Context: an optimization exercise on an open-source flow, tuned for small area, a short achievable clock period and few clock cycles. The choices shown serve that exercise and are no tape-out recipe. In this exercise RTL edits were held to simulation tests only and were not proved equivalent to the original.

### config.mk
export PLATFORM = sky130hd
export DESIGN_NAME = bitmap_range_allocator_core
export DESIGN_NICKNAME = bitmap_range_allocator_core
export VERILOG_FILES = /design/flow/design.v
export SDC_FILE = /design/flow/constraint.sdc
export NUM_CORES = 4
export LEC_CHECK = 0
export CAP_MARGIN = 20
export CORE_MARGIN = 2
export CORE_UTILIZATION = 40
export SLEW_MARGIN = 20
### constraint.sdc
create_clock -name core_clock -period 9.0 [get_ports {clk}]
set_input_delay 1.8000 -clock core_clock [delete_from_list [all_inputs] [get_ports {clk}]]
set_output_delay 1.8000 -clock core_clock [all_outputs]
set_load 0.01 [all_outputs]
### design.v
`timescale 1ns / 1ps
package bra_pkg;
	localparam int IDX_W  = 11;
	localparam int MODE_W = 4;
	localparam int STAT_W = 2;
	localparam logic [MODE_W-1:0] MODE_SET_BIT   = 4'd0;
	localparam logic [MODE_W-1:0] MODE_FLIP_BIT  = 4'd1;
	localparam logic [MODE_W-1:0] MODE_TEST_BIT  = 4'd2;
	localparam logic [MODE_W-1:0] MODE_SET_RANGE = 4'd3;
	localparam logic [MODE_W-1:0] MODE_COUNT     = 4'd4;
	localparam logic [MODE_W-1:0] MODE_CONTAINS  = 4'd5;
	localparam logic [MODE_W-1:0] MODE_FIRST_FIT = 4'd6;
	localparam logic [MODE_W-1:0] MODE_BEST_FIT  = 4'd7;
	localparam logic [MODE_W-1:0] MODE_ALLOC     = 4'd8;
	localparam logic [STAT_W-1:0] ST_OK     = 2'd0;
	localparam logic [STAT_W-1:0] ST_NONE   = 2'd1;
	localparam logic [STAT_W-1:0] ST_BOUNDS = 2'd2;
	localparam logic [IDX_W-1:0] SIZE_RESET = 11'd1024;
	localparam logic [2:0] OP_IMM  = 3'd0;   
	localparam logic [2:0] OP_WR   = 3'd1;   
	localparam logic [2:0] OP_FLIP = 3'd2;   
	localparam logic [2:0] OP_CNT  = 3'd3;   
	localparam logic [2:0] OP_ANY  = 3'd4;   
	localparam logic [2:0] OP_FF   = 3'd5;   
	localparam logic [2:0] OP_AL   = 3'd6;   
	localparam logic [2:0] OP_BF   = 3'd7;   
endpackage
`timescale 1ns / 1ps
module bra_store #(
	parameter int W  = 64,
	parameter int K  = 16,
	parameter int KW = 4
) (
	input  logic          clk,
	input  logic          clr,
	input  logic          we,
	input  logic [KW-1:0] waddr,
	input  logic [W-1:0]  wdata,
	input  logic [KW-1:0] raddr,
	output logic [W-1:0]  rdata
);
	logic [W-1:0] mem [K];
	assign rdata = mem[raddr];
	always_ff @(posedge clk) begin
		for (int k = 0; k < K; k++) begin
			if (clr || (we && waddr == KW'(k))) mem[k] <= clr ? '0 : wdata;
		end
	end
endmodule
`timescale 1ns / 1ps
module bitmap_range_allocator_core #(
	parameter int WORD_W = 64
) (
	input  logic                       clk,
	input  logic                       arst_n,
	input  logic                       cfg_we,
	input  logic [bra_pkg::IDX_W-1:0]  cfg_wdata,
	input  logic                       req_valid,
	output logic                       req_ready,
	input  logic [bra_pkg::MODE_W-1:0] req_mode,
	input  logic [bra_pkg::IDX_W-1:0]  req_position,
	input  logic [bra_pkg::IDX_W-1:0]  req_length,
	input  logic                       req_bit_value,
	output logic                       rsp_valid,
	input  logic                       rsp_ready,
	output logic [bra_pkg::IDX_W-1:0]  rsp_found_index,
	output logic [bra_pkg::IDX_W-1:0]  rsp_tally,
	output logic                       rsp_flag,
	output logic [bra_pkg::STAT_W-1:0] rsp_status
);
	localparam int W  = WORD_W;
	localparam int LW = $clog2(W);
	localparam int K  = 1024 / W;
	localparam int KW = $clog2(K);
	localparam logic [LW:0] W_NONE = W;
	function automatic logic [LW:0] lo_idx(input logic [W-1:0] x);
		logic [W-1:0]  v;
		logic [LW-1:0] ix [W];
		logic [LW-1:0] a, b;
		for (int i = 0; i < W; i++) begin
			v[i]  = x[i];
			ix[i] = '0;
		end
		for (int l = 0; l < LW; l++) begin
			for (int i = 0; i < (W >> (l + 1)); i++) begin
				a = ix[2*i];
				b = ix[2*i+1];
				b[l] = 1'b1;
				ix[i] = v[2*i] ? a : b;
				v[i]  = v[2*i] | v[2*i+1];
			end
		end
		lo_idx = v[0] ? {1'b0, ix[0]} : W_NONE;
	endfunction
	function automatic logic [LW-1:0] hi_idx(input logic [W-1:0] x);
		logic [W-1:0]  v;
		logic [LW-1:0] ix [W];
		logic [LW-1:0] a, b;
		for (int i = 0; i < W; i++) begin
			v[i]  = x[i];
			ix[i] = '0;
		end
		for (int l = 0; l < LW; l++) begin
			for (int i = 0; i < (W >> (l + 1)); i++) begin
				a = ix[2*i];
				b = ix[2*i+1];
				b[l] = 1'b1;
				ix[i] = v[2*i+1] ? b : a;
				v[i]  = v[2*i] | v[2*i+1];
			end
		end
		hi_idx = ix[0];
	endfunction
	function automatic logic [W-1:0] pre_or(input logic [W-1:0] x);
		logic [W-1:0] p;
		p = x;
		for (int s = 1; s < W; s = s * 2) p = p | (p << s);
		pre_or = p;
	endfunction
	function automatic logic [LW:0] popc(input logic [W-1:0] x);
		logic [LW:0] t [2*W];
		for (int i = 0; i < W; i++) t[W+i] = (LW+1)'(x[i]);
		for (int i = W - 1; i >= 1; i--) t[i] = t[2*i] + t[2*i+1];
		popc = t[1];
	endfunction
	function automatic logic [W-1:0] win(input logic [W-1:0] x, input logic [LW-1:0] n,
	                                     input logic big);
		logic [W-1:0] xx, y, yn, xn;
		logic         low0, yp;
		xx = x;
		y  = '1;
		for (int k = 0; k < LW; k++) begin
			low0 = (k == 0) ? 1'b1 : ((n & LW'((1 << k) - 1)) == '0);
			for (int e = 0; e < W; e++) begin
				yp    = (e >= (1 << k)) ? y[e - (1 << k)] : low0;
				yn[e] = n[k] ? (xx[e] & yp) : y[e];
				xn[e] = (e >= (1 << k)) ? (xx[e] & xx[e - (1 << k)]) : 1'b0;
			end
			y  = yn;
			xx = xn;
		end
		win = big ? '0 : y;
	endfunction
	logic                clr_q;
	logic [10:0]         s_q;           
	logic [1:0]          fc;
	logic [3:0]          f_mode [2];
	logic [10:0]         f_pos [2], f_len [2];
	logic                f_v [2];
	logic                busy, wvalid;
	logic [2:0]          op_q;
	logic                nores_q;       
	logic                v_q;
	logic [10:0]         n_q;           
	logic [KW-1:0]       wp_q, fw_q, lw_q;
	logic [LW-1:0]       fo_q, lo_q;
	logic [10:0]         c_q;           
	logic [10:0]         tally_q;
	logic                have_q;
	logic [10:0]         b_q;           
	logic [10:0]         at_q;          
	logic [1:0]          st_q;
	logic [W-1:0]        wbuf, wprev;
	logic [W-1:0]        mask_q;        
	logic [10:0]         ps_q;          
	logic [10:0]         nb_q;          
	logic [10:0]         o_found, o_tally;
	logic                o_flag;
	logic [1:0]          o_status;
	logic        take;
	logic [3:0]  q_mode;
	logic [10:0] q_pos, q_len;
	logic        q_v;
	logic [11:0] q_end;
	logic        q_pge, q_pgt, q_ngt, q_oob, q_n0, q_bfno;
	logic [2:0]  d_op;
	logic [1:0]  d_st;
	logic [10:0] d_found, d_last, d_n;
	logic        d_v;
	assign req_ready = fc != 2'd2;
	always_comb begin
		q_mode = f_mode[0];
		q_pos  = f_pos[0];
		q_len  = f_len[0];
		q_v    = f_v[0];
		q_end  = {1'b0, q_pos} + {1'b0, q_len};
		q_pge  = q_pos >= s_q;
		q_pgt  = q_pos > s_q;
		q_ngt  = q_len > s_q;
		q_oob  = q_end > {1'b0, s_q};
		q_n0   = q_len == '0;
		q_bfno = ({1'b0, q_pos} + (q_n0 ? 12'd1 : {1'b0, q_len})) > {1'b0, s_q};
		d_op    = bra_pkg::OP_IMM;
		d_st    = bra_pkg::ST_OK;
		d_found = '0;
		d_last  = q_pos;
		d_n     = q_len;
		d_v     = q_v;
		unique case (q_mode)
			bra_pkg::MODE_SET_BIT, bra_pkg::MODE_FLIP_BIT, bra_pkg::MODE_TEST_BIT: begin
				if (q_pge) d_st = bra_pkg::ST_BOUNDS;
				else if (q_mode == bra_pkg::MODE_SET_BIT) d_op = bra_pkg::OP_WR;
				else if (q_mode == bra_pkg::MODE_FLIP_BIT) d_op = bra_pkg::OP_FLIP;
				else begin
					d_op = bra_pkg::OP_ANY;
					d_v  = 1'b1;
				end
			end
			bra_pkg::MODE_SET_RANGE, bra_pkg::MODE_COUNT, bra_pkg::MODE_CONTAINS: begin
				d_last = q_end[10:0] - 11'd1;
				if (q_oob) d_st = bra_pkg::ST_BOUNDS;
				else if (!q_n0) begin
					d_op = (q_mode == bra_pkg::MODE_SET_RANGE) ? bra_pkg::OP_WR
					     : (q_mode == bra_pkg::MODE_COUNT) ? bra_pkg::OP_CNT : bra_pkg::OP_ANY;
				end
			end
			bra_pkg::MODE_FIRST_FIT, bra_pkg::MODE_ALLOC: begin
				d_last = s_q - 11'd1;
				if (q_pgt) d_st = bra_pkg::ST_BOUNDS;
				else if (q_ngt) d_st = bra_pkg::ST_NONE;
				else if (q_n0) d_found = q_pos;
				else if (q_oob) d_st = bra_pkg::ST_NONE;
				else d_op = (q_mode == bra_pkg::MODE_ALLOC) ? bra_pkg::OP_AL : bra_pkg::OP_FF;
			end
			bra_pkg::MODE_BEST_FIT: begin
				d_last = s_q - 11'd1;
				d_n    = q_n0 ? 11'd1 : q_len;
				if (q_pgt) d_st = bra_pkg::ST_BOUNDS;
				else if (q_ngt || q_bfno) d_st = bra_pkg::ST_NONE;
				else d_op = bra_pkg::OP_BF;
			end
			default: ;
		endcase
	end
	logic          m_we, cont;
	logic [KW-1:0] raddr;
	logic [W-1:0]  m_wdata, rword, fword;
	assign cont  = busy && wvalid && (op_q != bra_pkg::OP_IMM) && (wp_q != lw_q);
	assign raddr = (busy && !wvalid) ? wp_q : cont ? wp_q + 1'b1 : q_pos[LW+KW-1:LW];
	bra_store #(.W(W), .K(K), .KW(KW)) u_store (
		.clk   (clk),
		.clr   (clr_q),
		.we    (m_we),
		.waddr (wp_q),
		.wdata (m_wdata),
		.raddr (raddr),
		.rdata (rword)
	);
	assign fword = (m_we && raddr == wp_q) ? m_wdata : rword;
	logic          is_first, is_last;
	logic [W-1:0]  mask, xm;
	logic [10:0]   base;
	logic [LW:0]   lead, pc;
	logic [LW-1:0] tz_pos;
	logic [10:0]   tz, c_next;
	logic [11:0]   pr;
	logic          all1;
	logic [W-1:0]  dn, db, pz, runend, cand, cpre, zb;
	logic [LW:0]   e1, ec;
	logic [LW-1:0] zi;
	logic          ff_pre, ff_int, ff_hit;
	logic [10:0]   ff_j, ff_last;
	logic [KW-1:0] ff_jw;
	logic          bf_pre, bf_int, bf_more, bf_exact;
	logic [10:0]   tally_n;
	logic          any_now;
	logic          emit, fin, adv, stay, al_hit;
	logic [10:0]   r_found, r_tally;
	logic          r_flag;
	logic [1:0]    r_status;
	logic          have_n;
	logic [10:0]   b_n, at_n;
	always_comb begin
		is_first = wp_q == fw_q;
		is_last  = wp_q == lw_q;
		for (int i = 0; i < W; i++)
			mask[i] = (!is_first || LW'(i) >= fo_q) && (!is_last || LW'(i) <= lo_q);
		xm     = (v_q ? wbuf : ~wbuf) & mask_q;
		base   = 11'({wp_q, {LW{1'b0}}});
		m_wdata = (op_q == bra_pkg::OP_FLIP) ? (wbuf ^ mask)
		        : ((wbuf & ~mask) | ({W{v_q}} & mask));
		lead   = lo_idx(~xm);
		all1   = lead[LW];
		tz_pos = hi_idx(~xm);
		tz     = 11'(W - 1) - 11'(tz_pos);
		c_next = all1 ? c_q + 11'(W) : tz;
		pr     = {1'b0, c_q} + 12'(lead);
		pc     = popc(xm);
		tally_n = tally_q + 11'(pc);
		any_now = |xm;
		dn      = win(xm, n_q[LW-1:0], n_q >= 11'(W));
		e1      = lo_idx(dn);
		ff_pre  = pr >= {1'b0, n_q};
		ff_int  = |dn;
		ff_hit  = ff_pre || ff_int;
		ff_j    = ff_pre ? ps_q : nb_q + 11'(e1);
		ff_last = ff_pre ? ps_q + n_q - 11'd1 : (base | 11'(e1[LW-1:0]));
		ff_jw   = ff_j[LW+KW-1:LW];
		db      = win(xm, b_q[LW-1:0], b_q >= 11'(W));
		pz      = pre_or(~xm);
		for (int i = 0; i < W - 1; i++) runend[i] = xm[i] & !xm[i+1];
		runend[W-1] = xm[W-1] & is_last;
		cand    = runend & pz & dn & (have_q ? ~db : '1);
		cpre    = pre_or(cand);
		bf_int  = |cand;
		bf_more = |(cand & (cpre << 1));
		zb      = ~xm & ~cpre;
		zi      = hi_idx(zb);
		ec      = lo_idx(cand);
		bf_pre  = (!all1 || is_last) && (pr >= {1'b0, n_q}) && (!have_q || pr < {1'b0, b_q});
		bf_exact = have_q && (b_q == n_q);
	end
	always_comb begin
		emit     = 1'b0;
		fin      = 1'b0;
		stay     = 1'b0;
		al_hit   = 1'b0;
		r_found  = '0;
		r_tally  = '0;
		r_flag   = 1'b0;
		r_status = bra_pkg::ST_OK;
		have_n   = have_q;
		b_n      = b_q;
		at_n     = at_q;
		unique case (op_q)
			bra_pkg::OP_IMM: begin
				emit     = 1'b1;
				fin      = 1'b1;
				r_found  = at_q;
				r_status = st_q;
			end
			bra_pkg::OP_WR, bra_pkg::OP_FLIP: begin
				fin  = is_last;
				emit = is_last && !nores_q;
			end
			bra_pkg::OP_CNT: begin
				fin     = is_last;
				emit    = is_last;
				r_tally = tally_n;
			end
			bra_pkg::OP_ANY: begin
				fin    = is_last || any_now;
				emit   = fin;
				r_flag = any_now;
			end
			bra_pkg::OP_FF, bra_pkg::OP_AL: begin
				emit     = ff_hit || is_last;
				al_hit   = ff_hit && op_q == bra_pkg::OP_AL;
				fin      = emit && !al_hit;
				r_found  = ff_hit ? ff_j : '0;
				r_status = ff_hit ? bra_pkg::ST_OK : bra_pkg::ST_NONE;
			end
			default: begin  
				if (bf_exact) begin
					fin = 1'b1;
				end else if (bf_pre) begin
					have_n = 1'b1;
					b_n    = pr[10:0];
					at_n   = ps_q;
					stay   = bf_int;
					fin    = is_last && !bf_int;
				end else if (bf_int) begin
					have_n = 1'b1;
					b_n    = 11'(ec) - 11'(zi);
					at_n   = base | 11'(zi + 1'b1);
					stay   = bf_more;
					fin    = is_last && !bf_more;
				end else begin
					fin = is_last;
				end
				emit     = fin;
				r_found  = have_n ? at_n : '0;
				r_status = have_n ? bra_pkg::ST_OK : bra_pkg::ST_NONE;
			end
		endcase
		adv  = busy && wvalid && !(rsp_valid && !rsp_ready);
	end
	assign m_we = busy && wvalid && (op_q == bra_pkg::OP_WR || op_q == bra_pkg::OP_FLIP)
	           && !(rsp_valid && !rsp_ready);
	assign take = (!busy || (adv && fin)) && (fc != 2'd0);
	logic [W-1:0]  q_mask, n_mask;
	logic [KW-1:0] wp_inc;
	logic [10:0]   ps_next;
	always_comb begin
		wp_inc = wp_q + 1'b1;
		for (int i = 0; i < W; i++) begin
			q_mask[i] = (LW'(i) >= q_pos[LW-1:0])
			         && ((q_pos[LW+KW-1:LW] != d_last[LW+KW-1:LW]) || (LW'(i) <= d_last[LW-1:0]));
			n_mask[i] = (wp_inc != lw_q) || (LW'(i) <= lo_q);
		end
		ps_next = (tz_pos == LW'(W - 1)) ? 11'({wp_inc, {LW{1'b0}}})
		        : (base | 11'(tz_pos + 1'b1));
	end
	logic push;
	assign push = req_valid && req_ready;
	always_ff @(posedge clk or negedge arst_n) begin
		if (!arst_n) begin
			clr_q     <= 1'b1;
			s_q       <= bra_pkg::SIZE_RESET;
			fc        <= 2'd0;
			busy      <= 1'b0;
			rsp_valid <= 1'b0;
		end else begin
			clr_q <= 1'b0;
			if (cfg_we) s_q <= (cfg_wdata > 11'd1024) ? 11'd1024 : cfg_wdata;
			fc <= fc + {1'b0, push} - {1'b0, take};
			if (take) busy <= 1'b1;
			else if (adv && fin) busy <= 1'b0;
			if (adv && emit) rsp_valid <= 1'b1;
			else if (rsp_ready) rsp_valid <= 1'b0;
		end
	end
	always_ff @(posedge clk) begin
		if (take) begin
			f_mode[0] <= (fc == 2'd2) ? f_mode[1] : req_mode;
			f_pos[0]  <= (fc == 2'd2) ? f_pos[1]  : req_position;
			f_len[0]  <= (fc == 2'd2) ? f_len[1]  : req_length;
			f_v[0]    <= (fc == 2'd2) ? f_v[1]    : req_bit_value;
		end else if (fc == 2'd0) begin
			f_mode[0] <= req_mode;
			f_pos[0]  <= req_position;
			f_len[0]  <= req_length;
			f_v[0]    <= req_bit_value;
		end
		if (push) begin
			f_mode[1] <= req_mode;
			f_pos[1]  <= req_position;
			f_len[1]  <= req_length;
			f_v[1]    <= req_bit_value;
		end
	end
	always_ff @(posedge clk) begin
		if (adv && emit) begin
			o_found  <= r_found;
			o_tally  <= r_tally;
			o_flag   <= r_flag;
			o_status <= r_status;
		end
		if (take) begin
			op_q    <= d_op;
			nores_q <= 1'b0;
			v_q     <= d_v;
			n_q     <= d_n;
			wp_q    <= q_pos[LW+KW-1:LW];
			fw_q    <= q_pos[LW+KW-1:LW];
			fo_q    <= q_pos[LW-1:0];
			lw_q    <= d_last[LW+KW-1:LW];
			lo_q    <= d_last[LW-1:0];
			c_q     <= '0;
			tally_q <= '0;
			have_q  <= 1'b0;
			at_q    <= d_found;
			st_q    <= d_st;
			wvalid  <= !cont;
			wbuf    <= fword;
			mask_q  <= q_mask;
			ps_q    <= 11'({q_pos[LW+KW-1:LW], {LW{1'b0}}});
			nb_q    <= 11'({q_pos[LW+KW-1:LW], {LW{1'b0}}}) + 11'd1 - d_n;
		end else if (busy && !wvalid) begin
			wvalid  <= 1'b1;
			wbuf    <= fword;
		end else if (adv) begin
			if (al_hit) begin
				op_q    <= bra_pkg::OP_WR;
				nores_q <= 1'b1;
				v_q     <= !v_q;
				wp_q    <= ff_jw;
				fw_q    <= ff_jw;
				fo_q    <= ff_j[LW-1:0];
				lw_q    <= ff_last[LW+KW-1:LW];
				lo_q    <= ff_last[LW-1:0];
				if (ff_jw == wp_q - 1'b1) wbuf <= wprev;
				else if (ff_jw != wp_q) wvalid <= 1'b0;
			end else if (!stay) begin
				wp_q    <= wp_inc;
				c_q     <= c_next;
				mask_q  <= n_mask;
				nb_q    <= nb_q + 11'(W);
				if (!all1) ps_q <= ps_next;
				tally_q <= tally_n;
				wbuf    <= fword;
				wprev   <= wbuf;
			end
			have_q <= have_n;
			b_q    <= b_n;
			at_q   <= at_n;
		end
	end
	assign rsp_found_index = o_found;
	assign rsp_tally       = o_tally;
	assign rsp_flag        = o_flag;
	assign rsp_status      = o_status;
endmodule
### run.sh
#!/bin/bash
# synth_recipe.tcl (not shown) runs the flow's synth.tcl, then flattens the netlist and writes it again
# the make line also repeats each setting of config.mk as NAME=value (left out here)
make -C /OpenROAD-flow-scripts/flow DESIGN_CONFIG=/design/flow/config.mk WORK_HOME=/design/flow/orfs CLKGATE_MAP_FILE= SYNTH_SCRIPT=/design/flow/synth_recipe.tcl finish
==> PnR_summary.wiki, run 1 <==
{| class="wikitable"
! Metric !! Value
|-
| Critical-path cell with the highest stage delay || sky130_fd_sc_hd__a2bb2oi_1
|-
| GRT Total Usage || between 40 and 50%
|-
| Detailed-routing iteration count for the pre-antenna-repair pass || 9
|-
| Number of top-level design ports || 70
|-
| Number of sinks on the clock net || 1420
|-
| Max Freq || 111 MHz
|-
| Average wire per standard cell || about 42 µm
|-
| Iter 0 DRT Violations || between 10000 and 15000
|-
| Dominant cells by area after synthesis || sky130_fd_sc_hd__edfxtp_1, sky130_fd_sc_hd__a22oi_1, sky130_fd_sc_hd__a21oi_1
|-
| Placed cell count || 12251
|-
| Mapped Avg Cell Area || between 10 and 15 µm²
|-
| Number of clock buffers inserted by TritonCTS || 147
|-
| Congestion Overflow GR || 0
|-
| Layout Nets || ~9900
|-
| Share of synthesized flip-flops with an asynchronous set or reset || 1.13%
|-
| Worst R2R Start || b_q[0]
|-
| Final Max Tran Viols || 0
|-
| Net count of the mapped netlist || roughly 8500
|-
| Crit-path max FO || 22
|-
| Wire length of the first global-routing pass || 707000 µm
|-
| End of the worst register-to-register path || wprev[29]
|-
| Setup WS post-layout || -0.0359 ns
|-
| Result of the run || failed layout checks
|-
| Setup Crit Path Kind || reg2reg
|-
| Worst Path Required || approximately 9.5 ns
|-
| Synthesized instance count || a little over 8000
|-
| Clk pin slew, worst setup/hold paths || 0.06 ns
|-
| Critical Path Sink Type || flop
|-
| Num rows || 169
|-
| Non-Filler Cell Area, Final || ~110000 µm²
|-
| Worst clock skew on the final layout || approximately 0.077 ns
|-
| Most instantiated flip-flop cell in the synthesis netlist || sky130_fd_sc_hd__edfxtp_1
|-
| Total Die Area || between 200000 and 250000 µm²
|-
| Failing Checks || setup timing
|-
| Routed Wire Length || between 500000 and 600000 µm
|-
| Tightest Hold Check Type || reg2reg
|-
| DRC violation count after routing || 0
|-
| Worst rel slew slack || 14.7%
|-
| Hold-fix buffers, CTS || 0
|-
| Clock latency of the later-clocked register in the worst-skew pair || ~0.85 ns
|-
| Part of the Yosys area used for sequential elements || 49.8%
|-
| Data arrival time of the critical path || between 9 and 10 ns
|-
| Transition at the pin with the smallest max-transition slack || between 1 and 1.5 ns
|-
| Launching element type of the critical path || flop
|-
| Sum of net half-perimeters after detailed placement || between 400000 and 500000 µm
|-
| Vias in the first global route || 80682
|-
| Synthesis-to-layout area growth || 26.1%
|-
| Delay of the slowest cell on the worst path || 0.97 ns
|-
| Total number of yosys warnings || 13
|-
| Combined area of all synthesized cells || 84800 µm²
|-
| Antenna violations before repair || 60
|-
| Largest net degree at the start of global routing || 65
|-
| Number of max-cap violations || 0
|-
| Worst reg2reg path depth || 25
|-
| Top cell type by total area after synthesis || sky130_fd_sc_hd__edfxtp_1
|-
| Top cells by instance count after synthesis || sky130_fd_sc_hd__edfxtp_1, sky130_fd_sc_hd__nor2_1, sky130_fd_sc_hd__a21oi_1, sky130_fd_sc_hd__nand2_1, sky130_fd_sc_hd__clkbuf_1
|-
| DP Area || just over 100000 µm²
|-
| Post-synthesis sequential element count || 1420
|-
| Portion of synthesized cell area occupied by the leading cell type || slightly below 50%
|-
| Deepest level of the CTS H-tree || 4
|-
| Most repeated cell in the gate-level netlist after synthesis || sky130_fd_sc_hd__edfxtp_1
|-
| Worst slack at placement || -0.454 ns
|-
| Tmin final || roughly 9.0 ns
|-
| TritonCTS clock tree || yes
|-
| Utilization after layout || 50.6%
|-
| Number of stages on the worst hold path || 2
|-
| Detailed-route vias per instance || 6.93
|-
| Horizontal extent of the die || about 460 µm
|-
| Antenna-violating nets left || 0
|-
| Crit share post-route || 100%
|-
| Critical Path Most Common Cell || sky130_fd_sc_hd__buf_4
|-
| Max Root-Sink Buffers || 3
|-
| End point of the worst hold path || c_q[5]
|-
| Setup slack of the most critical reg-to-reg path || -0.04 ns
|-
| Count of final hold-check violations || 0
|-
| Share of cells above drive strength 1 || a little under a quarter
|-
| Floorplan core area || around 210000 µm²
|-
| Initial Utilization || approximately two fifths
|-
| Setup Viol. Count Final || 18
|-
| IO buf count || 69
|-
| Number of enable-type register cells in the synthesized netlist || 1374
|-
| Layout filler cell count || between 15000 and 20000
|-
| Minimum hold slack || between 0.5 and 0.6 ns
|-
| Final cell count without fillers || about 13000
|-
| Vias || 87208
|-
| Unique cell type count in the Yosys netlist || roughly 110
|-
| Vertical die dimension || between 400 and 500 µm
|-
| Clock Tree Root || sky130_fd_sc_hd__clkbuf_16
|-
| Routability congestion estimate || 1.15
|-
| Hold path startpoint || c_q[5]
|}
placed cells by master, fill, tap and decap left out, types with 108 or more instances in the layout:
cell type                   instances
sky130_fd_sc_hd__and3_1           109
sky130_fd_sc_hd__ha_1             173
sky130_fd_sc_hd__nand3_1          269
sky130_fd_sc_hd__o22ai_1          159
sky130_fd_sc_hd__a31oi_1          131
sky130_fd_sc_hd__mux2i_1          108
sky130_fd_sc_hd__a22oi_1          418
sky130_fd_sc_hd__clkbuf_16        149
sky130_fd_sc_hd__xnor2_1          144
sky130_fd_sc_hd__nor2_1           607
sky130_fd_sc_hd__nand2_1          491
sky130_fd_sc_hd__nand4_1          218
sky130_fd_sc_hd__edfxtp_1        1374
sky130_fd_sc_hd__a21oi_1          605
sky130_fd_sc_hd__o21ai_0          359
sky130_fd_sc_hd__buf_4           1651
sky130_fd_sc_hd__nor3_1           284
sky130_fd_sc_hd__inv_1            250
layer usage:
layer  up-vias  wire length (µm)  GRT usage, %
met2      7130            220000          69.0
met1     43152            194000          60.6
met4        26             50500          34.5
met3      1682             65500          14.1
li1      35218                 -             -
met5         -               230             0
cell families after synthesis:
family                     after synthesis  share of synthesized area, %
buffers and inverters                  854                          4.03
adders and majority gates              238                          4.05
and+or+nand+nor                       2592                          15.5
AOI/OAI and AO/OA                     2723                          22.0
muxes                                  216                          2.73
other                                    1                       0.00442
xor gates and xnor gates               184                          1.91
DFF                                   1420                          49.8
critical path, delay by kind of cell (launching register included):
kind / cells / cell delay, ns
and+or+nand+nor: 8 / 3.02
DFF: 1 / 0.64
AOI/OAI and AO/OA: 10 / 3.03
buffers and inverters: 7 / 1.90
worst max path at each step:
| stage | slack (ns) | depth (start not counted) | from | to |
|---|---|---|---|---|
| 2_1_floorplan | -0.02 | 44 | v_q | wprev[0] |
| 3_3_place_gp | -0.50 | 34 | v_q | v_q |
| 3_5_place_dp | -0.45 | 36 | v_q | v_q |
| 4_1_cts | 0.02 | 42 | v_q | wbuf[16] |
| 5_1_grt | -0.01 | 39 | v_q | wprev[29] |
| 6_report | -0.04 | 25 | b_q[0] | wprev[29] |
state kept, by name, indices dropped and copies added (netlist names), 6 cells and up:
signal / flops
wprev: 64
fo_q: 6
o_tally: 11
f_pos: 22
mask_q: 64
c_q: 11
wbuf: 64
ps_q: 10
b_q: 11
tally_q: 11
at_q: 11
lo_q: 6
f_len: 22
s_q: 11
o_found: 11
u_store.mem: 1024
n_q: 11
f_mode: 8
nb_q: 11
metrics by stage:
step | TNS, ns
floorplan | -1.46
global placement | -61.23
detailed placement | -72.53
CTS | 0
global route | -0.0612
finish | -0.184
repair_timing:
item	in CTS	in global routing
setup endpoints to repair	371	511
resized for setup	9	111
endpoints found under the hold margin	0	0
pin swaps	0	21
cloned	0	2
buffers inserted	0	25
final cells by class:
| class | instances | area [µm²] | share of cell area [%] |
|---|---|---|---|
| Multi-Input combinational cell | 5954 | 40400 | 37.7 |
| Inverter | 269 | 1020 | 0.950 |
| Sequential cell | 1420 | 42300 | 39.5 |
| Timing Repair Buffer | 1816 | 15000 | 14.0 |
| Antenna cell | 28 | 70.1 | 0.0655 |
| Tap cell | 2821 | 3530 | 3.30 |
| Clock buffer | 174 | 3790 | 3.54 |
| Clock inverter | 96 | 926 | 0.866 |
Testbench counts, summed over its fixed seeds: cycles 18,579.
==> run 2: changes to the inputs <==
--- a/design.v
+++ b/design.v
@@ -162,7 +162,12 @@
 	logic [1:0]          st_q;
 	logic [W-1:0]        wbuf, wprev;
-	logic [W-1:0]        mask_q;        
+	logic [W-1:0]        xm_q;          
+	logic [11:0]         rn_q;          
+	logic                lead_ge;
 	logic [10:0]         ps_q;          
-	logic [10:0]         nb_q;          
+	logic                ps_here, ps_prev;
+	logic [2:0]          s_ld [K], s_tr [K], s_mx [K];
+	logic                sk_q;          
+	logic [2:0]          fl_q;          
 	logic [10:0]         o_found, o_tally;
 	logic                o_flag;
@@ -236,6 +241,10 @@
 	logic [KW-1:0] raddr;
 	logic [W-1:0]  m_wdata, rword, fword;
-	assign cont  = busy && wvalid && (op_q != bra_pkg::OP_IMM) && (wp_q != lw_q);
-	assign raddr = (busy && !wvalid) ? wp_q : cont ? wp_q + 1'b1 : q_pos[LW+KW-1:LW];
+	logic          skip_on;
+	logic [KW-1:0] wp_nx;
+	assign skip_on = sk_q && (op_q == bra_pkg::OP_FF || op_q == bra_pkg::OP_AL);
+	assign wp_nx   = skip_on ? nxt : wp_q + 1'b1;
+	assign cont  = busy && wvalid && (op_q != bra_pkg::OP_IMM) && (skip_on ? has_nxt : (wp_q != lw_q));
+	assign raddr = (busy && !wvalid) ? wp_q : cont ? wp_nx : q_pos[LW+KW-1:LW];
 	bra_store #(.W(W), .K(K), .KW(KW)) u_store (
 		.clk   (clk),
@@ -262,5 +271,5 @@
 	logic [10:0]   ff_j, ff_last;
 	logic [KW-1:0] ff_jw;
-	logic          bf_pre, bf_int, bf_more, bf_exact;
+	logic          bf_pre, bf_int, bf_more, bf_exact, pre_may;
 	logic [10:0]   tally_n;
 	logic          any_now;
@@ -276,5 +285,5 @@
 		for (int i = 0; i < W; i++)
 			mask[i] = (!is_first || LW'(i) >= fo_q) && (!is_last || LW'(i) <= lo_q);
-		xm     = (v_q ? wbuf : ~wbuf) & mask_q;
+		xm     = xm_q;
 		base   = 11'({wp_q, {LW{1'b0}}});
 		m_wdata = (op_q == bra_pkg::OP_FLIP) ? (wbuf ^ mask)
@@ -291,8 +300,9 @@
 		dn      = win(xm, n_q[LW-1:0], n_q >= 11'(W));
 		e1      = lo_idx(dn);
-		ff_pre  = pr >= {1'b0, n_q};
+		lead_ge = rn_q[11] || (rn_q[10:0] <= 11'(lead));
+		ff_pre  = lead_ge;
 		ff_int  = |dn;
 		ff_hit  = ff_pre || ff_int;
-		ff_j    = ff_pre ? ps_q : nb_q + 11'(e1);
+		ff_j    = ff_pre ? ps_q : (base | 11'(LW'(e1[LW-1:0] + 1'b1 - n_q[LW-1:0])));
 		ff_last = ff_pre ? ps_q + n_q - 11'd1 : (base | 11'(e1[LW-1:0]));
 		ff_jw   = ff_j[LW+KW-1:LW];
@@ -308,6 +318,8 @@
 		zi      = hi_idx(zb);
 		ec      = lo_idx(cand);
-		bf_pre  = (!all1 || is_last) && (pr >= {1'b0, n_q}) && (!have_q || pr < {1'b0, b_q});
+		bf_pre  = (!all1 || is_last) && lead_ge
+		       && (!have_q || pr < {1'b0, b_q});
 		bf_exact = have_q && (b_q == n_q);
+		pre_may  = (c_q != '0) || xm_q[0];
 	end
 	always_comb begin
@@ -345,5 +357,5 @@
 			end
 			bra_pkg::OP_FF, bra_pkg::OP_AL: begin
-				emit     = ff_hit || is_last;
+				emit     = ff_hit || (skip_on ? !has_nxt : is_last);
 				al_hit   = ff_hit && op_q == bra_pkg::OP_AL;
 				fin      = emit && !al_hit;
@@ -354,18 +366,16 @@
 				if (bf_exact) begin
 					fin = 1'b1;
-				end else if (bf_pre) begin
-					have_n = 1'b1;
-					b_n    = pr[10:0];
-					at_n   = ps_q;
-					stay   = bf_int;
-					fin    = is_last && !bf_int;
-				end else if (bf_int) begin
-					have_n = 1'b1;
-					b_n    = 11'(ec) - 11'(zi);
-					at_n   = base | 11'(zi + 1'b1);
-					stay   = bf_more;
-					fin    = is_last && !bf_more;
 				end else begin
-					fin = is_last;
+					stay = bf_int && (bf_more || pre_may);
+					fin  = is_last && !stay;
+					if (bf_pre) begin
+						have_n = 1'b1;
+						b_n    = pr[10:0];
+						at_n   = ps_q;
+					end else if (bf_int) begin
+						have_n = 1'b1;
+						b_n    = 11'(ec) - 11'(zi);
+						at_n   = base | 11'(zi + 1'b1);
+					end
 				end
 				emit     = fin;
@@ -379,4 +389,54 @@
 	           && !(rsp_valid && !rsp_ready);
 	assign take = (!busy || (adv && fin)) && (fc != 2'd0);
+	function automatic logic [2:0] len_code(input logic [6:0] ge);
+		len_code = ge[6] ? 3'd7 : ge[5] ? 3'd6 : ge[4] ? 3'd5 : ge[3] ? 3'd4
+		         : ge[2] ? 3'd3 : ge[1] ? 3'd2 : ge[0] ? 3'd1 : 3'd0;
+	endfunction
+	logic [2:0]    w_ld, w_tr, w_mx;
+	logic [6:0]    ld_ge, tr_ge, mx_ge;
+	logic [W-1:0]  z, zz;
+	always_comb begin
+		z  = ~m_wdata;
+		zz = z;
+		ld_ge = '1;
+		tr_ge = '1;
+		for (int k = 0; k <= LW; k++) begin
+			for (int i = 0; i < (1 << k); i++) begin
+				ld_ge[k] = ld_ge[k] & z[i];
+				tr_ge[k] = tr_ge[k] & z[W-1-i];
+			end
+		end
+		for (int k = 0; k <= LW; k++) begin
+			mx_ge[k] = |zz;
+			if (k < LW) begin
+				for (int e = W - 1; e >= 0; e--)
+					zz[e] = (e >= (1 << k)) ? (zz[e] & zz[e - (1 << k)]) : 1'b0;
+			end
+		end
+		w_ld = len_code(ld_ge);
+		w_tr = len_code(tr_ge);
+		w_mx = len_code(mx_ge);
+	end
+	logic [K-1:0]  cw, xok;
+	logic [KW-1:0] nxt;
+	logic          has_nxt;
+	always_comb begin
+		for (int x = 0; x < K; x++) begin
+			if (x == 0) xok[x] = 1'b0;
+			else xok[x] = (s_tr[x-1] != 3'd0) && (s_ld[x] != 3'd0) && ((s_tr[x-1] >= fl_q) || (s_ld[x] >= fl_q));
+		end
+		for (int x = 0; x < K; x++) begin
+			cw[x] = (s_mx[x] > fl_q) || xok[x] || ((x < K - 1) && xok[(x < K - 1) ? x + 1 : x]);
+			cw[x] = cw[x] && (KW'(x) > wp_q) && (KW'(x) <= lw_q);
+		end
+		nxt     = '0;
+		has_nxt = 1'b0;
+		for (int x = K - 1; x >= 0; x--) begin
+			if (cw[x]) begin
+				nxt     = KW'(x);
+				has_nxt = 1'b1;
+			end
+		end
+	end
 	logic [W-1:0]  q_mask, n_mask;
 	logic [KW-1:0] wp_inc;
@@ -384,8 +444,10 @@
 	always_comb begin
 		wp_inc = wp_q + 1'b1;
+		ps_here = ps_q[LW+KW-1:LW] == wp_q;
+		ps_prev = ps_q[LW+KW-1:LW] == wp_q - 1'b1;
 		for (int i = 0; i < W; i++) begin
 			q_mask[i] = (LW'(i) >= q_pos[LW-1:0])
 			         && ((q_pos[LW+KW-1:LW] != d_last[LW+KW-1:LW]) || (LW'(i) <= d_last[LW-1:0]));
-			n_mask[i] = (wp_inc != lw_q) || (LW'(i) <= lo_q);
+			n_mask[i] = (wp_nx != lw_q) || (LW'(i) <= lo_q);
 		end
 		ps_next = (tz_pos == LW'(W - 1)) ? 11'({wp_inc, {LW{1'b0}}})
@@ -412,4 +474,13 @@
 	end
 	always_ff @(posedge clk) begin
+		for (int k = 0; k < K; k++) begin
+			if (clr_q || (m_we && wp_q == KW'(k))) begin
+				s_ld[k] <= clr_q ? 3'd7 : w_ld;
+				s_tr[k] <= clr_q ? 3'd7 : w_tr;
+				s_mx[k] <= clr_q ? 3'd7 : w_mx;
+			end
+		end
+	end
+	always_ff @(posedge clk) begin
 		if (take) begin
 			f_mode[0] <= (fc == 2'd2) ? f_mode[1] : req_mode;
@@ -454,10 +525,14 @@
 			wvalid  <= !cont;
 			wbuf    <= fword;
-			mask_q  <= q_mask;
+			xm_q    <= (fword ^ {W{!d_v}}) & q_mask;
+			rn_q    <= {1'b0, d_n};
+			sk_q    <= (d_op == bra_pkg::OP_FF || d_op == bra_pkg::OP_AL) && !d_v && (d_n <= 11'(W));
+			fl_q    <= d_n[6] ? 3'd6 : d_n[5] ? 3'd5 : d_n[4] ? 3'd4 : d_n[3] ? 3'd3
+			         : d_n[2] ? 3'd2 : d_n[1] ? 3'd1 : 3'd0;
 			ps_q    <= 11'({q_pos[LW+KW-1:LW], {LW{1'b0}}});
-			nb_q    <= 11'({q_pos[LW+KW-1:LW], {LW{1'b0}}}) + 11'd1 - d_n;
 		end else if (busy && !wvalid) begin
 			wvalid  <= 1'b1;
 			wbuf    <= fword;
+			xm_q    <= (fword ^ {W{!v_q}}) & mask;
 		end else if (adv) begin
 			if (al_hit) begin
@@ -470,12 +545,18 @@
 				lw_q    <= ff_last[LW+KW-1:LW];
 				lo_q    <= ff_last[LW-1:0];
-				if (ff_jw == wp_q - 1'b1) wbuf <= wprev;
-				else if (ff_jw != wp_q) wvalid <= 1'b0;
+				if (ff_pre && ps_prev) wbuf <= wprev;
+				else if (ff_pre && !ps_here) wvalid <= 1'b0;
 			end else if (!stay) begin
-				wp_q    <= wp_inc;
-				c_q     <= c_next;
-				mask_q  <= n_mask;
-				nb_q    <= nb_q + 11'(W);
-				if (!all1) ps_q <= ps_next;
+				wp_q    <= wp_nx;
+				xm_q    <= (fword ^ {W{!v_q}}) & n_mask;
+				if (wp_nx != wp_inc) begin
+					c_q  <= '0;
+					rn_q <= {1'b0, n_q};
+					ps_q <= 11'({wp_nx, {LW{1'b0}}});
+				end else begin
+					c_q  <= c_next;
+					rn_q <= {1'b0, n_q} - {1'b0, c_next};
+					if (!all1) ps_q <= ps_next;
+				end
 				tally_q <= tally_n;
 				wbuf    <= fword;
--- a/config.mk
+++ b/config.mk
@@ -8,4 +8,5 @@
 export CAP_MARGIN = 20
 export CORE_MARGIN = 2
-export CORE_UTILIZATION = 40
+export CORE_UTILIZATION = 55
+export SETUP_SLACK_MARGIN = 2
 export SLEW_MARGIN = 20
==> run 2 against run 1 <==
Compared with the run above:
- the flow now stops in global routing (5_1_grt)
- synthesized area grew 13%
- synthesized cell count grew 16%
==> PnR_summary.wiki, run 2 <==
{| class="wikitable"
! Metric !! Value
|-
| IO buf count || 69 (unchanged)
|-
| GRT Total Usage || 72.1%
|-
| Number of enable-type register cells in the synthesized netlist || 1513 (+10%)
|-
| Post-Synth Adder-Cell Area || 5.34% (+1.3 points)
|-
| Max Root-Sink Buffers || 3 (unchanged)
|-
| Top cells by instance count after synthesis || sky130_fd_sc_hd__edfxtp_1, sky130_fd_sc_hd__nand2_1, sky130_fd_sc_hd__nor2_1, sky130_fd_sc_hd__a21oi_1, sky130_fd_sc_hd__o21ai_0
|-
| Main combinational cell family by area after synthesis || compound AO/OA/AOI/OAI gates
|-
| Part of the Yosys area used for sequential elements || 48.4% (-1.4 points)
|-
| Vertical die dimension || 422 µm (-9.2%)
|-
| Total number of yosys warnings || 16 (+3)
|-
| Unique cell type count in the Yosys netlist || 124 (+11%)
|-
| Most instantiated flip-flop cell in the synthesis netlist || sky130_fd_sc_hd__edfxtp_1
|-
| Dominant cells by area after synthesis || sky130_fd_sc_hd__edfxtp_1, sky130_fd_sc_hd__ha_1, sky130_fd_sc_hd__nand2_1
|-
| Compound-gate portion of the synthesized area || 20.9% (-1.1 points)
|-
| Fraction of the mapped netlist area in simple logic gates || 16.2% (+0.78 points)
|-
| Post-synthesis sequential element count || 1560 (+9.9%)
|-
| Wire length of the first global-routing pass || between 800000 and 900000 µm
|-
| Number of top-level design ports || 70 (unchanged)
|-
| Largest net degree at the start of global routing || 74
|-
| Tool error || [ERROR GRT-0116] Global routing finished with congestion. Check the congestion regions in the DRC Viewer.
|-
| Share of synthesized flip-flops with an asynchronous set or reset || 1.03% (-0.10 points)
|-
| Most repeated cell in the gate-level netlist after synthesis || sky130_fd_sc_hd__edfxtp_1
|-
| Halt Stage || global routing (5_1_grt)
|-
| Placed cell count || 12198 (-0.43%)
|-
| Clock Tree Root || sky130_fd_sc_hd__clkbuf_16
|-
| Num rows || 153 (-9.5%)
|-
| Number of sinks on the clock net || 1560 (+9.9%)
|-
| Sum of net half-perimeters after detailed placement || 401000 µm (-1.9%)
|-
| Initial Utilization || 55.3% (+15 points)
|-
| Combined area of all synthesized cells || 96000 µm² (+13%)
|-
| Mapped Avg Cell Area || 10.1 µm² (-2.1%)
|-
| Vias in the first global route || about 110k
|-
| Proportion of synthesized area in mux cells || 2.43% (-0.31 points)
|-
| Top cell type by total area after synthesis || sky130_fd_sc_hd__edfxtp_1
|-
| Hold-fix buffers, CTS || 0 (unchanged)
|-
| Horizontal extent of the die || 422 µm (-9.2%)
|-
| Congestion Overflow GR || 3
|-
| Number of clock buffers inserted by TritonCTS || 157 (+6.8%)
|-
| Net count of the mapped netlist || 9918 (+17%)
|-
| Result of the run || aborted with a tool error
|-
| Synthesized-area fraction occupied by xor and xnor cells || 2.29% (+0.38 points)
|-
| Portion of synthesized cell area occupied by the leading cell type || 47.3% (-1.3 points)
|-
| Synthesized instance count || 9505 (+16%)
|-
| Deepest level of the CTS H-tree || 4 (unchanged)
|-
| Routability congestion estimate || 1.22 (+6.0%)
|}
run 2: worst max-delay path by stage:
stage / start / to
3_3_place_gp: fl_q[0] / xm_q[11]
3_5_place_dp: fl_q[0] / xm_q[12]
2_1_floorplan: xm_q[36] / o_tally[10]
4_1_cts: xm_q[22] / o_tally[10]
run 2: what timing repair did:
action,in CTS
setup buffers,194
endpoints found under the setup margin,601
pin swaps,51
resized for setup,274
gates cloned,9
run 2: through the flow:
stage               worst slack, ns  area, µm²
CTS                            1.79     113000
detailed placement            0.466     105000
floorplan                      2.01      96000
global placement             -0.270     105000
run 2: kinds of logic after synthesis:
logic type / Yosys count
AO/OA/AOI/OAI: 2901
XOR/XNOR: 251
adder cells (fa/ha/maj): 372
buffers and inverters: 1001
flip-flops: 1560
multiplexers: 220
other: 1
AND/OR/NAND/NOR: 3199
run 2: metal layers:
| layer | track usage (%) | overflow |
|---|---|---|
| met1 | 74.7 | 0 |
| met2 | 87.8 | 1 |
| met4 | 66.3 | 2 |
| met3 | 57.7 | 0 |
| met5 | 23.7 | 0 |
Testbench counts of run 2, summed over its fixed seeds: cycles 13,665.
==> run 3: changes to the inputs <==
--- a/config.mk
+++ b/config.mk
@@ -8,5 +8,5 @@
 export CAP_MARGIN = 20
 export CORE_MARGIN = 2
-export CORE_UTILIZATION = 55
-export SETUP_SLACK_MARGIN = 2
+export CORE_UTILIZATION = 40
+export SETUP_SLACK_MARGIN = 1.5
 export SLEW_MARGIN = 20
==> run 3 against run 2 <==
Compared with the run above:
- now clean on timing, DRC and antenna
- synthesized cell count did not move
- synthesized area did not move
==> PnR_summary.wiki, run 3 <==
{| class="wikitable"
! Metric !! Value
|-
| TritonCTS clock tree || yes
|-
| Placed cell count || 13494 (+11%)
|-
| Layout filler cell count || 21539
|-
| Average wire per standard cell || about 43 µm
|-
| Clk pin slew, worst setup/hold paths || roughly 0.090 ns
|-
| Area taken by multi-input logic gates || 46900 µm²
|-
| Leading cell type in the layout, fill and taps excluded || sky130_fd_sc_hd__edfxtp_1
|-
| Clock Tree Root || sky130_fd_sc_hd__clkbuf_16
|-
| Worst clock skew on the final layout || between 0.08 and 0.09 ns
|-
| Number of stages on the worst hold path || 0
|-
| Register containing the most flip-flops in the final layout || u_store.mem
|-
| Number of enable-type register cells in the synthesized netlist || 1513 (unchanged)
|-
| Transition at the pin with the smallest max-transition slack || between 1 and 1.5 ns
|-
| Top cells by instance count after synthesis || sky130_fd_sc_hd__edfxtp_1, sky130_fd_sc_hd__nand2_1, sky130_fd_sc_hd__nor2_1, sky130_fd_sc_hd__a21oi_1, sky130_fd_sc_hd__o21ai_0
|-
| Unrepaired setup endpoints after global routing || true
|-
| Max Root-Sink Buffers || 3 (unchanged)
|-
| Post-synthesis sequential element count || 1560 (unchanged)
|-
| Setup slack of the most critical reg-to-reg path || between 1 and 1.5 ns
|-
| Combined area of all synthesized cells || 96000 µm² (unchanged)
|-
| Number of top-level design ports || 70 (unchanged)
|-
| Detailed-route vias per instance || ~7.1
|-
| Count of final hold-check violations || 0
|-
| Share of synthesized flip-flops with an asynchronous set or reset || 1.03% (unchanged)
|-
| Non-Filler Cell Area, Final || 118000 µm²
|-
| Minimum hold slack || roughly 0.45 ns
|-
| Initial Utilization || 40.3% (-15 points)
|-
| Antenna-violating nets left || 0
|-
| Dominant cells by area after synthesis || sky130_fd_sc_hd__edfxtp_1, sky130_fd_sc_hd__ha_1, sky130_fd_sc_hd__nand2_1
|-
| Hold-fix buffers, CTS || 0 (unchanged)
|-
| Storage cell area || 46500 µm²
|-
| Top cell type by total area after synthesis || sky130_fd_sc_hd__edfxtp_1
|-
| Crit share post-route || 84.6%
|-
| Synthesized instance count || 9505 (unchanged)
|-
| Unique cell type count in the Yosys netlist || 124 (unchanged)
|-
| Mapped Avg Cell Area || 10.1 µm² (unchanged)
|-
| Tightest Hold Check Type || reg2reg
|-
| Crit-path max FO || 15
|-
| Most instantiated flip-flop cell in the synthesis netlist || sky130_fd_sc_hd__edfxtp_1
|-
| IO buf count || 69 (unchanged)
|-
| Flip-flop count of the largest register, all copies and words added || around 1000
|-
| Routed Wire Length || between 600000 and 700000 µm
|-
| Worst rel slew slack || 19.4%
|-
| Sum of net half-perimeters after detailed placement || 457000 µm (+14%)
|-
| Final cell count without fillers || 13950
|-
| Floorplan core area || about 240000 µm²
|-
| Worst reg2reg path depth || 27
|-
| Congestion Overflow GR || 0
|-
| Max Freq || ~130 MHz
|-
| Deepest level of the CTS H-tree || 4 (unchanged)
|-
| Most repeated cell in the gate-level netlist after synthesis || sky130_fd_sc_hd__edfxtp_1
|-
| Vias || around 98000
|-
| Final Max Tran Viols || 0
|-
| Vertical die dimension || 494 µm (+17%)
|-
| Tmin final || approximately 7.6 ns
|-
| Detailed-routing iteration count for the pre-antenna-repair pass || 9
|-
| Horizontal extent of the die || 494 µm (+17%)
|-
| Layout Nets || about 11000
|-
| Number of clock buffers inserted by TritonCTS || 166 (+5.7%)
|-
| Setup Crit Path Kind || reg2reg
|-
| Net count of the mapped netlist || 9918 (unchanged)
|-
| Iter 0 DRT Violations || roughly 17000
|-
| Most used cells in the layout excluding fill and tap cells || sky130_fd_sc_hd__edfxtp_1, sky130_fd_sc_hd__buf_4, sky130_fd_sc_hd__nand2_1
|-
| Wire length of the first global-routing pass || approximately 800000 µm
|-
| Data arrival time of the critical path || between 8 and 9 ns
|-
| Number of sinks on the clock net || 1560 (unchanged)
|-
| Routability congestion estimate || 1.12 (-8.3%)
|-
| Worst Path Required || about 9.7 ns
|-
| Part of the Yosys area used for sequential elements || 48.4% (unchanged)
|-
| Num rows || 179 (+17%)
|-
| Total number of yosys warnings || 16 (unchanged)
|-
| Total Die Area || around 240000 µm²
|-
| Result of the run || finished clean
|-
| DRC violation count after routing || 0
|-
| Vias in the first global route || a little over 90000
|-
| GRT Total Usage || a little under half
|-
| Launching element type of the critical path || flop
|-
| Setup Viol. Count Final || 0
|-
| Number of max-cap violations || 0
|-
| Largest net degree at the start of global routing || 74
|-
| DP Area || 110000 µm² (+5.0%)
|-
| Clock latency of the later-clocked register in the worst-skew pair || about 0.88 ns
|-
| Antenna violations before repair || just under 50
|-
| Share of cells above drive strength 1 || a little over a fifth
|-
| Critical Path Sink Type || flop
|-
| Synthesis-to-layout area growth || 23.1%
|-
| Post-Route Setup TNS || 0 ns
|-
| Portion of synthesized cell area occupied by the leading cell type || 47.3% (unchanged)
|}
-- run 3: cell counts after synthesis --
No cell type changed its count.
-- run 3: worst paths after layout --
| path | startpoint | to |
|---|---|---|
| worst max-delay path | n_q[0] | xm_q[0] |
| worst min-delay path | wbuf[59] | wprev[59] |
| worst max register to register | n_q[0] | xm_q[0] |
| worst min register to register | wbuf[59] | wprev[59] |
| max in group asynchronous | arst_n | s_q[10] |
| min in group asynchronous | arst_n | busy |
-- run 3: area by class of cell --
cell class | count | share of cell area (%)
sequential | 1560 | 39.3
clock buffer | 208 | 3.67
multi-input combinational | 6946 | 39.7
antenna | 20 | 0.0424
clock inverter | 95 | 0.953
tap | 3167 | 3.35
inverter | 361 | 1.18
timing repair buffer | 1593 | 11.8
-- run 3: per-layer routing --
metal	global-route usage, %	vias to the layer above	wire [µm]
li1	-	39096	-
met1	59.8	48152	217000
met2	69.8	8848	249000
met3	14.7	2255	78300
met4	34.7	24	58500
met5	0	-	245
-- run 3: timing repair --
action,4_1_cts,5_1_grt
pin swaps,12,29
setup endpoints to repair,545,487
buffers inserted,80,45
gates resized for setup,90,147
cloned,3,3
-- run 3: cell families after synthesis --
group / Yosys count / share of synthesized area, %
muxes: 220 / 2.43
buffers and inverters: 1001 / 4.37
xor gates and xnor gates: 251 / 2.29
DFF: 1560 / 48.4
other: 1 / 0.00391
adders and majority gates: 372 / 5.34
AOI/OAI and AO/OA: 2901 / 20.9
and+or+nand+nor: 3199 / 16.2
-- run 3: per-stage QoR --
| stage | setup slack (ns) | utilization, % |
|---|---|---|
| 2_1_floorplan | 1.67 | - |
| 3_3_place_gp | -0.0113 | 46.2 |
| 3_5_place_dp | 0.120 | 46.3 |
| 4_1_cts | 1.48 | 49.1 |
| 5_1_grt | 1.40 | 49.6 |
| 6_report | 1.38 | 49.6 |
-- run 3: critical path: stages (launching register included) --
cell,delay [ns]
sky130_fd_sc_hd__edfxtp_1,0.33
sky130_fd_sc_hd__buf_4,0.17
sky130_fd_sc_hd__buf_4,0.13
sky130_fd_sc_hd__buf_4,0.10
sky130_fd_sc_hd__inv_4,0.11
sky130_fd_sc_hd__buf_4,0.27
sky130_fd_sc_hd__a21oi_2,0.18
sky130_fd_sc_hd__nor3_1,0.11
sky130_fd_sc_hd__o21ai_0,0.57
sky130_fd_sc_hd__o31ai_1,0.29
sky130_fd_sc_hd__a221oi_2,0.58
sky130_fd_sc_hd__a2111o_1,0.28
sky130_fd_sc_hd__buf_4,0.20
sky130_fd_sc_hd__a41oi_1,0.24
sky130_fd_sc_hd__buf_4,0.24
sky130_fd_sc_hd__or4b_1,0.49
sky130_fd_sc_hd__a2111o_1,0.45
sky130_fd_sc_hd__nor3_1,0.29
sky130_fd_sc_hd__o2111ai_1,0.21
sky130_fd_sc_hd__nor3_2,0.25
sky130_fd_sc_hd__a41oi_2,0.24
sky130_fd_sc_hd__o21ai_2,0.26
sky130_fd_sc_hd__and2_4,0.35
sky130_fd_sc_hd__buf_12,0.23
sky130_fd_sc_hd__buf_12,0.17
sky130_fd_sc_hd__nor3_1,0.06
sky130_fd_sc_hd__a21oi_1,0.31
sky130_fd_sc_hd__buf_4,0.26
==> run 4: changes to the inputs <==
--- a/design.v
+++ b/design.v
@@ -169,5 +169,4 @@
 	logic [2:0]          s_ld [K], s_tr [K], s_mx [K];
 	logic                sk_q;          
-	logic [2:0]          fl_q;          
 	logic [10:0]         o_found, o_tally;
 	logic                o_flag;
@@ -243,5 +242,5 @@
 	logic          skip_on;
 	logic [KW-1:0] wp_nx;
-	assign skip_on = sk_q && (op_q == bra_pkg::OP_FF || op_q == bra_pkg::OP_AL);
+	assign skip_on = sk_q && (op_q == bra_pkg::OP_FF || op_q == bra_pkg::OP_AL || op_q == bra_pkg::OP_BF);
 	assign wp_nx   = skip_on ? nxt : wp_q + 1'b1;
 	assign cont  = busy && wvalid && (op_q != bra_pkg::OP_IMM) && (skip_on ? has_nxt : (wp_q != lw_q));
@@ -368,5 +367,5 @@
 				end else begin
 					stay = bf_int && (bf_more || pre_may);
-					fin  = is_last && !stay;
+					fin  = (skip_on ? !has_nxt : is_last) && !stay;
 					if (bf_pre) begin
 						have_n = 1'b1;
@@ -418,20 +417,38 @@
 		w_mx = len_code(mx_ge);
 	end
-	logic [K-1:0]  cw, xok;
+	logic [K-1:0]  cw, xok, cw_q, xk;
 	logic [KW-1:0] nxt;
 	logic          has_nxt;
+	logic [2:0]    e_ld [K], e_tr [K], e_mx [K];
+	logic [2:0]    d_fl;
 	always_comb begin
+		d_fl = d_n[6] ? 3'd6 : d_n[5] ? 3'd5 : d_n[4] ? 3'd4 : d_n[3] ? 3'd3
+		     : d_n[2] ? 3'd2 : d_n[1] ? 3'd1 : 3'd0;
+		for (int x = 0; x < K; x++) begin
+			e_ld[x] = (m_we && wp_q == KW'(x)) ? w_ld : s_ld[x];
+			e_tr[x] = (m_we && wp_q == KW'(x)) ? w_tr : s_tr[x];
+			e_mx[x] = (m_we && wp_q == KW'(x)) ? w_mx : s_mx[x];
+		end
 		for (int x = 0; x < K; x++) begin
 			if (x == 0) xok[x] = 1'b0;
-			else xok[x] = (s_tr[x-1] != 3'd0) && (s_ld[x] != 3'd0) && ((s_tr[x-1] >= fl_q) || (s_ld[x] >= fl_q));
+			else xok[x] = (e_tr[x-1] != 3'd0) && (e_ld[x] != 3'd0) && ((e_tr[x-1] >= d_fl) || (e_ld[x] >= d_fl));
+		end
+		for (int x = 0; x < K; x++) begin
+			if (x == 0) xk[x] = 1'b0;
+			else xk[x] = (e_tr[x-1] != 3'd0) && (e_ld[x] != 3'd0);
 		end
 		for (int x = 0; x < K; x++) begin
-			cw[x] = (s_mx[x] > fl_q) || xok[x] || ((x < K - 1) && xok[(x < K - 1) ? x + 1 : x]);
-			cw[x] = cw[x] && (KW'(x) > wp_q) && (KW'(x) <= lw_q);
+			if (d_op == bra_pkg::OP_BF)
+				cw[x] = (e_mx[x] > d_fl) || xk[x] || ((x < K - 1) && xk[(x < K - 1) ? x + 1 : x])
+				     || ((x > 0) && (e_tr[(x > 0) ? x - 1 : x] > d_fl));
+			else
+				cw[x] = (e_mx[x] > d_fl) || xok[x] || ((x < K - 1) && xok[(x < K - 1) ? x + 1 : x]);
 		end
+	end
+	always_comb begin
 		nxt     = '0;
 		has_nxt = 1'b0;
 		for (int x = K - 1; x >= 0; x--) begin
-			if (cw[x]) begin
+			if (cw_q[x] && (KW'(x) > wp_q) && (KW'(x) <= lw_q)) begin
 				nxt     = KW'(x);
 				has_nxt = 1'b1;
@@ -527,7 +544,7 @@
 			xm_q    <= (fword ^ {W{!d_v}}) & q_mask;
 			rn_q    <= {1'b0, d_n};
-			sk_q    <= (d_op == bra_pkg::OP_FF || d_op == bra_pkg::OP_AL) && !d_v && (d_n <= 11'(W));
-			fl_q    <= d_n[6] ? 3'd6 : d_n[5] ? 3'd5 : d_n[4] ? 3'd4 : d_n[3] ? 3'd3
-			         : d_n[2] ? 3'd2 : d_n[1] ? 3'd1 : 3'd0;
+			sk_q    <= (d_op == bra_pkg::OP_FF || d_op == bra_pkg::OP_AL || d_op == bra_pkg::OP_BF)
+			        && !d_v && (d_n <= 11'(W));
+			cw_q    <= cw;
 			ps_q    <= 11'({q_pos[LW+KW-1:LW], {LW{1'b0}}});
 		end else if (busy && !wvalid) begin
@@ -564,8 +581,10 @@
 			end
 			have_q <= have_n;
-			b_q    <= b_n;
 			at_q   <= at_n;
 		end
 	end
+	always_ff @(posedge clk) begin
+		if (adv) b_q <= b_n;
+	end
 	assign rsp_found_index = o_found;
 	assign rsp_tally       = o_tally;
--- a/config.mk
+++ b/config.mk
@@ -9,4 +9,4 @@
 export CORE_MARGIN = 2
 export CORE_UTILIZATION = 40
-export SETUP_SLACK_MARGIN = 1.5
+export SETUP_SLACK_MARGIN = 2
 export SLEW_MARGIN = 20
==> run 4 against run 3 <==
Compared with the run above:
- utilization up 0.87 points
- register-to-register slack gained 0.36 ns
- synthesized cell count about the same
- die area is 1.2% higher
- critical path depth is 4 lower
- count of clock-buffer cells in the layout is 12 lower
- final cell count is 0.44% higher
- global-route usage is 1.6 points lower
- still clean
- non-clock buffer count up 26
==> PnR_summary.wiki, run 4 <==
{| class="wikitable"
! Metric !! Value
|-
| Crit share post-route || 80.6% (-4.0 points)
|-
| Tightest Hold Check Type || reg2reg
|-
| Max Freq || 138 MHz (+4.9%)
|-
| Number of sinks on the clock net || 1572 (+0.77%)
|-
| Flip-flop count of the largest register, all copies and words added || 1024 (unchanged)
|-
| Launching element type of the critical path || flop
|-
| Total number of yosys warnings || 19 (+3)
|-
| Combined area of all synthesized cells || 97100 µm² (+1.2%)
|-
| Transition at the pin with the smallest max-transition slack || 1.29 ns (+0.0900 ns)
|-
| Net count of the mapped netlist || 9913 (-0.050%)
|-
| Data arrival time of the critical path || 7.88 ns (-0.47 ns)
|-
| Top cell type by total area after synthesis || sky130_fd_sc_hd__edfxtp_1
|-
| Clk pin slew, worst setup/hold paths || 0.06 ns (-0.03 ns)
|-
| Clock latency of the later-clocked register in the worst-skew pair || 0.90 ns (+0.02 ns)
|-
| Antenna violations before repair || 53 (+8.2%)
|-
| Most instantiated flip-flop cell in the synthesis netlist || sky130_fd_sc_hd__edfxtp_1
|-
| Iter 0 DRT Violations || 14201 (-18%)
|-
| Hold-fix buffers, CTS || 0 (unchanged)
|-
| Result of the run || finished clean
|-
| Number of stages on the worst hold path || 0 (unchanged)
|-
| Worst reg2reg path depth || 23 (-15%)
|-
| Most used cells in the layout excluding fill and tap cells || sky130_fd_sc_hd__edfxtp_1, sky130_fd_sc_hd__buf_4, sky130_fd_sc_hd__nand2_1
|-
| Average wire per standard cell || 42.1 µm (-2.5%)
|-
| Number of max-cap violations || 0 (unchanged)
|-
| Layout Nets || 11058 (+0.15%)
|-
| Total Die Area || 247000 µm² (+1.2%)
|-
| Unrepaired setup endpoints after global routing || true
|-
| Portion of synthesized cell area occupied by the leading cell type || 47.2% (-0.19 points)
|-
| Max Root-Sink Buffers || 3 (unchanged)
|-
| GRT Total Usage || 46.2% (-1.6 points)
|-
| Deepest level of the CTS H-tree || 4 (unchanged)
|-
| Sum of net half-perimeters after detailed placement || 426000 µm (-6.7%)
|-
| Leading cell type in the layout, fill and taps excluded || sky130_fd_sc_hd__edfxtp_1
|-
| Register containing the most flip-flops in the final layout || u_store.mem
|-
| Post-synthesis sequential element count || 1572 (+0.77%)
|-
| Dominant cells by area after synthesis || sky130_fd_sc_hd__edfxtp_1, sky130_fd_sc_hd__ha_1, sky130_fd_sc_hd__nand2_1
|-
| Most repeated cell in the gate-level netlist after synthesis || sky130_fd_sc_hd__edfxtp_1
|-
| Worst rel slew slack || 13.3% (-6.1 points)
|-
| IO buf count || 69 (unchanged)
|-
| Congestion Overflow GR || 0 (unchanged)
|-
| Vertical die dimension || 497 µm (+0.59%)
|-
| Worst Path Required || 9.62 ns (-0.11 ns)
|-
| Share of cells above drive strength 1 || 23.6% (+2.4 points)
|-
| Number of top-level design ports || 70 (unchanged)
|-
| Count of final hold-check violations || 0 (unchanged)
|-
| Mapped Avg Cell Area || 10.2 µm² (+1.2%)
|-
| Unique cell type count in the Yosys netlist || 133 (+7.3%)
|}
run 4: cell types whose count changed after synthesis, sizes merged, moves of 33 or more:
| cell | before | now |
|---|---|---|
| nor2 | 820 | 720 |
| buf | 200 | 240 |
| nand2 | 887 | 835 |
| nor3 | 272 | 196 |
| clkbuf | 440 | 407 |
| nand4 | 196 | 272 |
| a22oi | 204 | 388 |
| nand3 | 270 | 314 |
| a21oi | 579 | 537 |
| o21a | 54 | 95 |
| o21ai | 572 | 619 |
run 4: logic make-up after synthesis:
group | synth area share (%)
AO/OA/AOI/OAI | 21.0
buffers and inverters | 4.41
multiplexers | 3.02
flip-flops | 48.2
adder cells (fa/ha/maj) | 5.28
other | 0.00386
XOR/XNOR | 2.29
AND/OR/NAND/NOR | 15.8
run 4: worst max-delay path, stage by stage (launching register included):
cell                       delay [ns]
sky130_fd_sc_hd__edfxtp_1        0.52
sky130_fd_sc_hd__inv_1           0.60
sky130_fd_sc_hd__fa_1            0.54
sky130_fd_sc_hd__fa_1            0.56
sky130_fd_sc_hd__inv_1           0.08
sky130_fd_sc_hd__fa_1            0.48
sky130_fd_sc_hd__inv_1           0.06
sky130_fd_sc_hd__fa_1            0.48
sky130_fd_sc_hd__fa_1            0.57
sky130_fd_sc_hd__fa_1            0.44
sky130_fd_sc_hd__fa_1            0.51
sky130_fd_sc_hd__inv_2           0.04
sky130_fd_sc_hd__fa_2            0.35
sky130_fd_sc_hd__fa_2            0.35
sky130_fd_sc_hd__a21o_1          0.20
sky130_fd_sc_hd__a21oi_2         0.16
sky130_fd_sc_hd__o21bai_1        0.09
sky130_fd_sc_hd__a21oi_2         0.17
sky130_fd_sc_hd__o21bai_1        0.11
sky130_fd_sc_hd__a21oi_2         0.24
sky130_fd_sc_hd__nor2b_2         0.09
sky130_fd_sc_hd__o21ai_2         0.16
sky130_fd_sc_hd__xor2_1          0.18
sky130_fd_sc_hd__nor2_1          0.06
run 4: metal layers:
metal | vias up | global-route usage (%) | wire (µm)
met5 | - | 0 | 102
li1 | 39151 | - | -
met2 | 7465 | 69.5 | 254000
met4 | 16 | 40.1 | 65700
met1 | 48037 | 54.6 | 206000
met3 | 2336 | 12.4 | 63800
run 4: final cells by class:
type	instances	area (µm²)
fillers	21862	119000
clock inverters	119	1270
well taps	3185	3990
repair buffers	1619	14600
flip-flops and latches	1572	46800
diodes	36	90.1
clock buffers	196	4340
multi-input cells	6929	49100
inverters	355	1410
run 4: worst paths after layout:
check                           startpoint     endpoint  slack, ns
worst max-delay path              xm_q[53]  o_tally[10]       1.74
worst min register to register    wbuf[60]    wprev[60]       0.43
worst min-delay path              wbuf[60]    wprev[60]       0.43
min in group asynchronous           arst_n       s_q[8]       1.04
max in group asynchronous           arst_n        fc[1]       7.36
worst max register to register    xm_q[53]  o_tally[10]       1.74
run 4: repair_timing:
item | CTS | global route
gates resized for setup | 192 | 413
buffers inserted | 123 | 148
setup endpoints to repair | 625 | 578
pin swaps | 35 | 98
cloned | 5 | 10
run 4: stage by stage:
step	hold slack, ns	setup WS, ns	instance area [µm²]	instances
after detailed placement	0.460	0.591	110000	13372
after global placement	0.449	0.211	110000	13371
final	0.434	1.74	122000	14011
after CTS	0.438	1.84	118000	13815
after global routing	0.436	1.60	122000	13982
after floorplan	0.441	1.61	97400	9501
Testbench counts of run 4, summed over its fixed seeds: cycles 12,866.

## what the ideal ports hide
The results above use ideal ports. As a check the final layouts listed here were re-extracted and re-timed, cells and wires unchanged.
Step 1 sets driving cells, clkbuf_16 on the clock port and buf_2 on the other inputs (assumed; they add their load-dependent delay and slew).
Step 2 adds t to the input delays and takes it off the output delays; t is the mean of the earliest and latest rising clock arrival at the registers after step 1. Input paths then give back, and output paths get back, about the clock's delay inside the block.
Slacks: ideal ports / drivers / drivers and shift; pairs: ideal ports / drivers.
run	shift t [ns]	slack for setup (ns)	hold slack, ns	slew at the worst register clock pin (ns)	worst slew at a driven data input, ns
run 1	0.905	-0.036 / -0.036 / -0.036	0.508 / 0.508 / 0.508	0.07 / 0.07	0.07
run 3	0.936	1.384 / 1.384 / 1.384	0.446 / 0.446 / 0.446	0.09 / 0.09	0.09
run 4	0.960	1.742 / 1.742 / 1.452	0.434 / 0.434 / 0.434	0.10 / 0.10	0.12
For run 4, which loses most, drivers alone change the setup slack by 0.000 ns; drivers and shift together by -0.290 ns.
